This is an optimization exercise on Yosys and OpenROAD, whose aim is small area, a short achievable clock period and few clock cycles per item, not a production implementation. The RTL was checked by simulation tests, not by an equivalence proof against the original design. Power is estimated from default activity; no workload was simulated.

==> trial 93 <==
Design motor_speed_pid, start of the top module:
module motor_speed_pid (
  input  logic                                  clk,
  input  logic                                  rst_n,
  input  logic                                  in_valid,
  output logic                                  in_stall,
  input  logic signed [msp_pkg::SPEED_BITS-1:0] in_speed_command,
  input  logic [msp_pkg::SPEED_BITS-1:0]        in_measured_speed,
  input  logic                                  in_restart,
  output logic                                  out_valid,
  input  logic                                  out_stall,
  output logic                                  out_direction,
  output logic [msp_pkg::DUTY_W-1:0]            out_duty,
  input  logic                                  psel,
  input  logic                                  penable,
  input  logic                                  pwrite,
  input  logic [3:0]                            paddr,
  input  logic [31:0]                           pwdata,
  output logic [31:0]                           prdata,
  output logic                                  pready
);
==> flow/config.mk <==
export PLATFORM = sky130hd
export DESIGN_NAME = motor_speed_pid
export DESIGN_NICKNAME = motor_speed_pid
export VERILOG_FILES = /design/flow/design.v
export SDC_FILE = /design/flow/constraint.sdc
export NUM_CORES = 4
export LEC_CHECK = 0
export ABC_AREA = 1
export CAP_MARGIN = 20
export CORE_MARGIN = 2
export CORE_UTILIZATION = 70
export CTS_BUF_LIST = sky130_fd_sc_hd__clkbuf_8
export CTS_CLUSTER_DIAMETER = 60
export CTS_CLUSTER_SIZE = 15
export SETUP_SLACK_MARGIN = 4.5
export SLEW_MARGIN = 20
export TNS_END_PERCENT = 0
==> flow/constraint.sdc <==
create_clock -name core_clock -period 9.0 [get_ports {clk}]
set_input_delay 1.8000 -clock core_clock [delete_from_list [all_inputs] [get_ports {clk}]]
set_output_delay 1.8000 -clock core_clock [all_outputs]
set_load 0.01 [all_outputs]
standard.sh (not shown) runs the stock make flow with config.mk's settings and CLKGATE_MAP_FILE= SYNTH_SCRIPT=/design/flow/synth_recipe.tcl, a recipe that flattens the netlist after the stock synthesis.
==> flow/flow/run.sh <==
#!/bin/bash
# Layout: the standard flow (standard.sh, unchanged synthesis and steps), with plain
# sky130_fd_sc_hd__buf_2 cells as the input and output port buffers in place of the cell
# buffer_ports picks by default. Every port still gets its own buffer.
set -euo pipefail
export BUFFER_PORTS_ARGS="-buffer_cell sky130_fd_sc_hd__buf_2"
bash standard.sh > standard_flow.log 2>&1
==> trial 15 (differences from trial 93) <==
Settings changed: CORE_UTILIZATION 70 to 60, CTS_CLUSTER_DIAMETER 60 to unset, CTS_CLUSTER_SIZE 15 to unset.
==> run summary <==
In combinational power, trial 93 and trial 15 hardly differ.
In trial 93 the critical path depth is lower than in trial 15, by 1.
In synthesized cell count, trial 15 and trial 93 do not differ.
In maximum frequency, trial 93 and trial 15 hardly differ.
Of trial 15 and trial 93, trial 15 has the higher die area (gap 16%, measured against trial 93).
Between trial 15 and trial 93, the lower global-route usage is in trial 15 (gap 6.0 points).
First-iteration DRC count: trial 93 is higher than trial 15 (26%).
Via count: trial 15 is smaller than trial 93 (about 3%).
Against trial 15, the clock power of trial 93 is smaller by 20%.
Between trial 15 and trial 93, the lower total power is in trial 93 (gap 3.0%, measured against trial 93).
Of trial 15 and trial 93, trial 93 has the higher wire length (gap 0.36%, measured against trial 93).
==> figures <==
| quantity | trial 15 | trial 93 |
|---|---|---|
| Reg-to-Reg Start | kd_r[9] | kd_r[7] |
| Initial cell density of the core | 60.5% | 70.7% |
| Die ar. | 49,700 µm² | 42,700 µm² |
| H-tree levels | 2 | 1 |
| Initial detailed-routing violation count | 2,763 | 3,481 |
| Internal power consumption | 3360 µW | 3200 µW |
| Status | finished clean | finished clean |
| Fmax | 212 MHz | 212 MHz |
| Switching power total | 3440 µW | 3420 µW |
| Clock Buffer Count | 47 | 26 |
| Post-route total power | 6810 µW | 6610 µW |
| Inverters | 577 | 576 |
| Fraction of met1 tracks used by global routing | 47.3% | 51.9% |
| Critical Path Source | paddr[3] | paddr[2] |
| Final net count | 4,106 | 4,097 |
| Layout cells sized above 1 | 12.5% | 12.1% |
| Worst setup timing slack at the placement stage | 3050 ps | 3040 ps |
| Final Worst Setup Slack | 4290 ps | 4290 ps |
| Global-route wire length before repair | 142,000 µm | 141,000 µm |
| Antenna violations before repair | 6 | 4 |
| Maximum number of pins on one net before global-route repair | 62 | 82 |
| Final core utilization | 66.5% | 76.7% |
| Total clock buffers created by CTS | 42 | 25 |
Testbench counts of trial 93, summed over its fixed seeds: cycles 16,024, items 16,000.
Testbench counts of trial 15, summed over its fixed seeds: cycles 16,024, items 16,000.

* * *

==> build 62: inputs <==
motor_speed_pid, a different RTL version from the one above (not shown whole).
==> flow/config.mk <==
export PLATFORM = sky130hd
export DESIGN_NAME = motor_speed_pid
export DESIGN_NICKNAME = motor_speed_pid
export VERILOG_FILES = /design/flow/design.v
export SDC_FILE = /design/flow/constraint.sdc
export NUM_CORES = 4
export LEC_CHECK = 0
export ABC_AREA = 1
export CAP_MARGIN = 20
export CORE_MARGIN = 2
export CORE_UTILIZATION = 70
export CTS_BUF_LIST = sky130_fd_sc_hd__clkbuf_8
export CTS_CLUSTER_DIAMETER = 60
export CTS_CLUSTER_SIZE = 15
export SETUP_SLACK_MARGIN = 4.5
export SLEW_MARGIN = 20
export TNS_END_PERCENT = 0
==> flow/constraint.sdc <==
create_clock -name core_clock -period 9.0 [get_ports {clk}]
set_input_delay 1.8000 -clock core_clock [delete_from_list [all_inputs] [get_ports {clk}]]
set_output_delay 1.8000 -clock core_clock [all_outputs]
set_load 0.01 [all_outputs]
Scripts as last shown in full above: flow/flow/run.sh
==> trial 85: changes against build 62 <==
--- a/flow/design.v
+++ b/flow/design.v
@@ -24,39 +24,21 @@
   assign err_base = {2'b00, mag_base} - {1'b0, measured_speed};
   assign err_inc  = {2'b00, mag_base} - {1'b0, measured_speed} + 17'd1;
   assign error    = mag_inc ? err_inc : err_base;
   assign nspeed_change = {1'b0, prev_speed} - {1'b0, measured_speed};
 endmodule
 `timescale 1ns / 1ps
-module msp_fa (
-  input  logic a,
-  input  logic b,
-  input  logic c,
-  output logic s,
-  output logic co
-);
-  assign s  = a ^ b ^ c;
-  assign co = (a & b) | (c & (a ^ b));
-endmodule
-module msp_ha (
-  input  logic a,
-  input  logic b,
-  output logic s,
-  output logic co
-);
-  assign s  = a ^ b;
-  assign co = a & b;
-endmodule
 `timescale 1ns / 1ps
 module msp_mul_t (
   input  logic [16:0] e,
   input  logic [16:0] nd,
   input  logic [15:0] kp,
   input  logic [15:0] kd,
   output logic [33:0] ta,
-  output logic [33:0] tb
+  output logic [33:0] tb,
+  output logic [33:0] tc
 );
   logic t0;
   logic t1;
   logic t2;
   logic t3;
   logic t4;
@@ -850,76 +832,12 @@
   logic t792;
   logic t793;
   logic t794;
   logic t795;
   logic t796;
   logic t797;
-  logic t798;
-  logic t799;
-  logic t800;
-  logic t801;
-  logic t802;
-  logic t803;
-  logic t804;
-  logic t805;
-  logic t806;
-  logic t807;
-  logic t808;
-  logic t809;
-  logic t810;
-  logic t811;
-  logic t812;
-  logic t813;
-  logic t814;
-  logic t815;
-  logic t816;
-  logic t817;
-  logic t818;
-  logic t819;
-  logic t820;
-  logic t821;
-  logic t822;
-  logic t823;
-  logic t824;
-  logic t825;
-  logic t826;
-  logic t827;
-  logic t828;
-  logic t829;
-  logic t830;
-  logic t831;
-  logic t832;
-  logic t833;
-  logic t834;
-  logic t835;
-  logic t836;
-  logic t837;
-  logic t838;
-  logic t839;
-  logic t840;
-  logic t841;
-  logic t842;
-  logic t843;
-  logic t844;
-  logic t845;
-  logic t846;
-  logic t847;
-  logic t848;
-  logic t849;
-  logic t850;
-  logic t851;
-  logic t852;
-  logic t853;
-  logic t854;
-  logic t855;
-  logic t856;
-  logic t857;
-  logic t858;
-  logic t859;
-  logic t860;
-  logic t861;
   assign t0 = kp[0] ^ 1'b0;
   assign t1 = (kp[1] & ~kp[0] & ~1'b0) | (~kp[1] & kp[0] & 1'b0);
   assign t2 = (t0 & e[0]) ^ kp[1];
   assign t3 = ((t0 & e[1]) | (t1 & e[0])) ^ kp[1];
   assign t4 = ((t0 & e[2]) | (t1 & e[1])) ^ kp[1];
   assign t5 = ((t0 & e[3]) | (t1 & e[2])) ^ kp[1];
@@ -1712,78 +1630,15 @@
   assign t792 = t729 ^ t731 ^ t732;
   assign t793 = (t729 & t731) | (t732 & (t729 ^ t731));
   assign t794 = t158 ^ t318 ^ t733;
   assign t795 = (t158 & t318) | (t733 & (t158 ^ t318));
   assign t796 = ~t159 ^ ~t319;
   assign t797 = ~t159 & ~t319;
-  assign t798 = t162 ^ kd[1];
-  assign t799 = t162 & kd[1];
-  assign t800 = t3 ^ t163 ^ t737;
-  assign t801 = (t3 & t163) | (t737 & (t3 ^ t163));
-  assign t802 = kd[3] ^ t628 ^ t738;
-  assign t803 = (kd[3] & t628) | (t738 & (kd[3] ^ t628));
-  assign t804 = t630 ^ t739 ^ t740;
-  assign t805 = (t630 & t739) | (t740 & (t630 ^ t739));
-  assign t806 = t634 ^ t741 ^ t742;
-  assign t807 = (t634 & t741) | (t742 & (t634 ^ t741));
-  assign t808 = t638 ^ t743 ^ t744;
-  assign t809 = (t638 & t743) | (t744 & (t638 ^ t743));
-  assign t810 = t642 ^ t745 ^ t746;
-  assign t811 = (t642 & t745) | (t746 & (t642 ^ t745));
-  assign t812 = t646 ^ t747 ^ t748;
-  assign t813 = (t646 & t747) | (t748 & (t646 ^ t747));
-  assign t814 = t650 ^ t749 ^ t750;
-  assign t815 = (t650 & t749) | (t750 & (t650 ^ t749));
-  assign t816 = t654 ^ t751 ^ t752;
-  assign t817 = (t654 & t751) | (t752 & (t654 ^ t751));
-  assign t818 = t658 ^ t753 ^ t754;
-  assign t819 = (t658 & t753) | (t754 & (t658 ^ t753));
-  assign t820 = t662 ^ t755 ^ t756;
-  assign t821 = (t662 & t755) | (t756 & (t662 ^ t755));
-  assign t822 = t666 ^ t757 ^ t758;
-  assign t823 = (t666 & t757) | (t758 & (t666 ^ t757));
-  assign t824 = t670 ^ t759 ^ t760;
-  assign t825 = (t670 & t759) | (t760 & (t670 ^ t759));
-  assign t826 = t674 ^ t761 ^ t762;
-  assign t827 = (t674 & t761) | (t762 & (t674 ^ t761));
-  assign t828 = t678 ^ t763 ^ t764;
-  assign t829 = (t678 & t763) | (t764 & (t678 ^ t763));
-  assign t830 = t682 ^ t765 ^ t766;
-  assign t831 = (t682 & t765) | (t766 & (t682 ^ t765));
-  assign t832 = t686 ^ t767 ^ t768;
-  assign t833 = (t686 & t767) | (t768 & (t686 ^ t767));
-  assign t834 = t690 ^ t769 ^ t770;
-  assign t835 = (t690 & t769) | (t770 & (t690 ^ t769));
-  assign t836 = t694 ^ t771 ^ t772;
-  assign t837 = (t694 & t771) | (t772 & (t694 ^ t771));
-  assign t838 = t698 ^ t773 ^ t774;
-  assign t839 = (t698 & t773) | (t774 & (t698 ^ t773));
-  assign t840 = t702 ^ t775 ^ t776;
-  assign t841 = (t702 & t775) | (t776 & (t702 ^ t775));
-  assign t842 = t706 ^ t777 ^ t778;
-  assign t843 = (t706 & t777) | (t778 & (t706 ^ t777));
-  assign t844 = t710 ^ t779 ^ t780;
-  assign t845 = (t710 & t779) | (t780 & (t710 ^ t779));
-  assign t846 = t714 ^ t781 ^ t782;
-  assign t847 = (t714 & t781) | (t782 & (t714 ^ t781));
-  assign t848 = t718 ^ t783 ^ t784;
-  assign t849 = (t718 & t783) | (t784 & (t718 ^ t783));
-  assign t850 = t722 ^ t785 ^ t786;
-  assign t851 = (t722 & t785) | (t786 & (t722 ^ t785));
-  assign t852 = t726 ^ t787 ^ t788;
-  assign t853 = (t726 & t787) | (t788 & (t726 ^ t787));
-  assign t854 = t730 ^ t789 ^ t790;
-  assign t855 = (t730 & t789) | (t790 & (t730 ^ t789));
-  assign t856 = t734 ^ t791 ^ t792;
-  assign t857 = (t734 & t791) | (t792 & (t734 ^ t791));
-  assign t858 = t735 ^ t793 ^ t794;
-  assign t859 = (t735 & t793) | (t794 & (t735 ^ t793));
-  assign t860 = 1'b1 ^ t795 ^ t796;
-  assign t861 = (1'b1 & t795) | (t796 & (1'b1 ^ t795));
-  assign ta = {1'b1, t797, t859, t857, t855, t853, t851, t849, t847, t845, t843, t841, t839, t837, t835, t833, t831, t829, t827, t825, t823, t821, t819, t817, t815, t813, t811, t809, t807, t805, t803, t801, t799, t736};
-  assign tb = {1'b0, t861, t860, t858, t856, t854, t852, t850, t848, t846, t844, t842, t840, t838, t836, t834, t832, t830, t828, t826, t824, t822, t820, t818, t816, t814, t812, t810, t808, t806, t804, t802, t800, t798};
+  assign ta = {1'b1, t797, 1'b1, t735, t734, t730, t726, t722, t718, t714, t710, t706, t702, t698, t694, t690, t686, t682, t678, t674, t670, t666, t662, t658, t654, t650, t646, t642, t638, t634, t630, kd[3], t3, t162};
+  assign tb = {1'b0, 1'b0, t795, t793, t791, t789, t787, t785, t783, t781, t779, t777, t775, t773, t771, t769, t767, t765, t763, t761, t759, t757, t755, t753, t751, t749, t747, t745, t743, t741, t739, t628, t163, kd[1]};
+  assign tc = {1'b0, 1'b0, t796, t794, t792, t790, t788, t786, t784, t782, t780, t778, t776, t774, t772, t770, t768, t766, t764, t762, t760, t758, t756, t754, t752, t750, t748, t746, t744, t742, t740, t738, t737, t736};
 endmodule
 module msp_mul_i (
   input  logic [16:0] e,
   input  logic [15:0] ki,
   output logic [16:0] pl,
   output logic [2:0]  pt,
@@ -2500,28 +2355,29 @@
       err1_r <= err_in;
       nds1_r <= nds_in;
       dir1_r <= ~in_speed_command[15];
       rs1_r  <= in_restart;
     end
   end
-  logic [33:0] t_a, t_b;
+  logic [33:0] t_a, t_b, t_c;
   logic [16:0] i_lo;
   logic [2:0]  i_p17;
   logic        i_big, i_sgn;
-  logic [33:0] ta2_r, tb2_r;
+  logic [33:0] ta2_r, tb2_r, tc2_r;
   logic [16:0] pl2_r;
   logic [2:0]  p17_2_r;
   logic        big2_r, sgn2_r;
   logic        dir2_r, rs2_r;
   msp_mul_t u_mul_t (
     .e  (err1_r),
     .nd (nds1_r),
     .kp (kp_r),
     .kd (kd_r),
     .ta (t_a),
-    .tb (t_b)
+    .tb (t_b),
+    .tc (t_c)
   );
   msp_mul_i u_mul_i (
     .e  (err1_r),
     .ki  (ki_r),
     .pl  (i_lo),
     .pt  (i_p17),
@@ -2529,12 +2385,13 @@
     .sgn (i_sgn)
   );
   always_ff @(posedge clk) begin
     begin
       ta2_r  <= t_a;
       tb2_r  <= t_b;
+      tc2_r  <= t_c;
       pl2_r  <= i_lo;
       p17_2_r <= i_p17;
       big2_r <= i_big;
       sgn2_r <= i_sgn;
       dir2_r <= dir1_r;
       rs2_r  <= rs1_r;
@@ -2560,13 +2417,13 @@
       integ_nxt = '0;
     end else if (hi_cl) begin
       integ_nxt = msp_pkg::SUM_MAX;
     end else begin
       integ_nxt = isum[15:0];
     end
-    t_sum   = ta2_r + tb2_r;
+    t_sum   = ta2_r + tb2_r + tc2_r;
     hi_neg  = t_sum[33];
     hi_m1   = (t_sum[33:16] == '1);
     hi_zero = (t_sum[33:16] == '0);
     acc_lo  = {1'b0, t_sum[15:0]} + {1'b0, integ_nxt};
     acc_neg = hi_neg && !(hi_m1 && acc_lo[16]);
     acc_big = (!hi_neg && !hi_zero) || (hi_zero && acc_lo[16]);
==> results.yml <==
placed_design:
  gp_congestion: 0.974
  dp_cells: 4040
critical_path:
  cpMostUsedCell: "buf_6"
  r2r_start: "kp_r[3]"
die:
  die_y_um: 206
routing:
  post_drt_wl_per_cell_um: 22.3
  dr.pass1.iters: 9
synthesis:
  ys_seq_elements: 270
  synth.top_cells.by_area: "fa_1 20%, dfxtp_1 17%, xor2_1 14%"
finish:
  area_growth_pct: 8.08
  signal_buffers: 183
run_status:
  status: "timing/DRC/antenna clean"
the above is filed under trial 85

==> results.yml <==
run_status:
  status: "timing/DRC/antenna clean"
die:
  die_y_um: 205
placed_design:
  dp_cells: 4053
  gp_congestion: 1.01
critical_path:
  worstSetupPathType: "flop to flop"
  r2r_start: "kd_r[3]"
routing:
  dr.pass1.iters: 8
finish:
  fin_cells: 4188
  signal_buffers: 203
  area_growth_pct: 9.16
synthesis:
  ys_seq_elements: 240
grt:
  grt_usage: 0.431
the above is filed under build 62

Testbench counts of build 62, summed over its fixed seeds: cycles 16,024, items 16,000.
Testbench counts of trial 85, summed over its fixed seeds: cycles 16,024, items 16,000.

separate check: timing with driven ports:
Ports are ideal in the flow. The routed layouts listed here were re-timed in OpenROAD.
Step 1, drivers: a clkbuf_16 drives clk and a buf_2 each remaining input, both assumed.
Step 2 times the ports against the registers' clock, not the clock port: input delays grow and output delays shrink by t, the midpoint of the rising clock arrivals with the driver on.
Three values: ideal, step 1, step 2; two values: the first two.
run | t (ns) | slack for setup (ns) | worst hold slack (ns) | worst data-port slew with drivers (ns) | cell pins on the clock port's net
trial 93 | 0.686 | 4.290 / 4.250 / 3.997 | 0.424 / 0.424 / 0.424 | 0.07 | 1
trial 15 | 0.686 | 4.290 / 4.244 / 3.878 | 0.423 / 0.423 / 0.423 | 0.09 | 1
build 62 | 0.689 | 4.339 / 4.339 / 4.168 | 0.365 / 0.365 / 0.365 | 0.09 | 1
trial 85 | 0.675 | 4.392 / 4.359 / 4.120 | 0.341 / 0.341 / 0.341 | 0.08 | 1
After both steps setup and hold are still met in every run listed. For trial 15, which loses most, drivers alone change the setup slack by -0.046 ns; drivers and shift together by -0.412 ns.
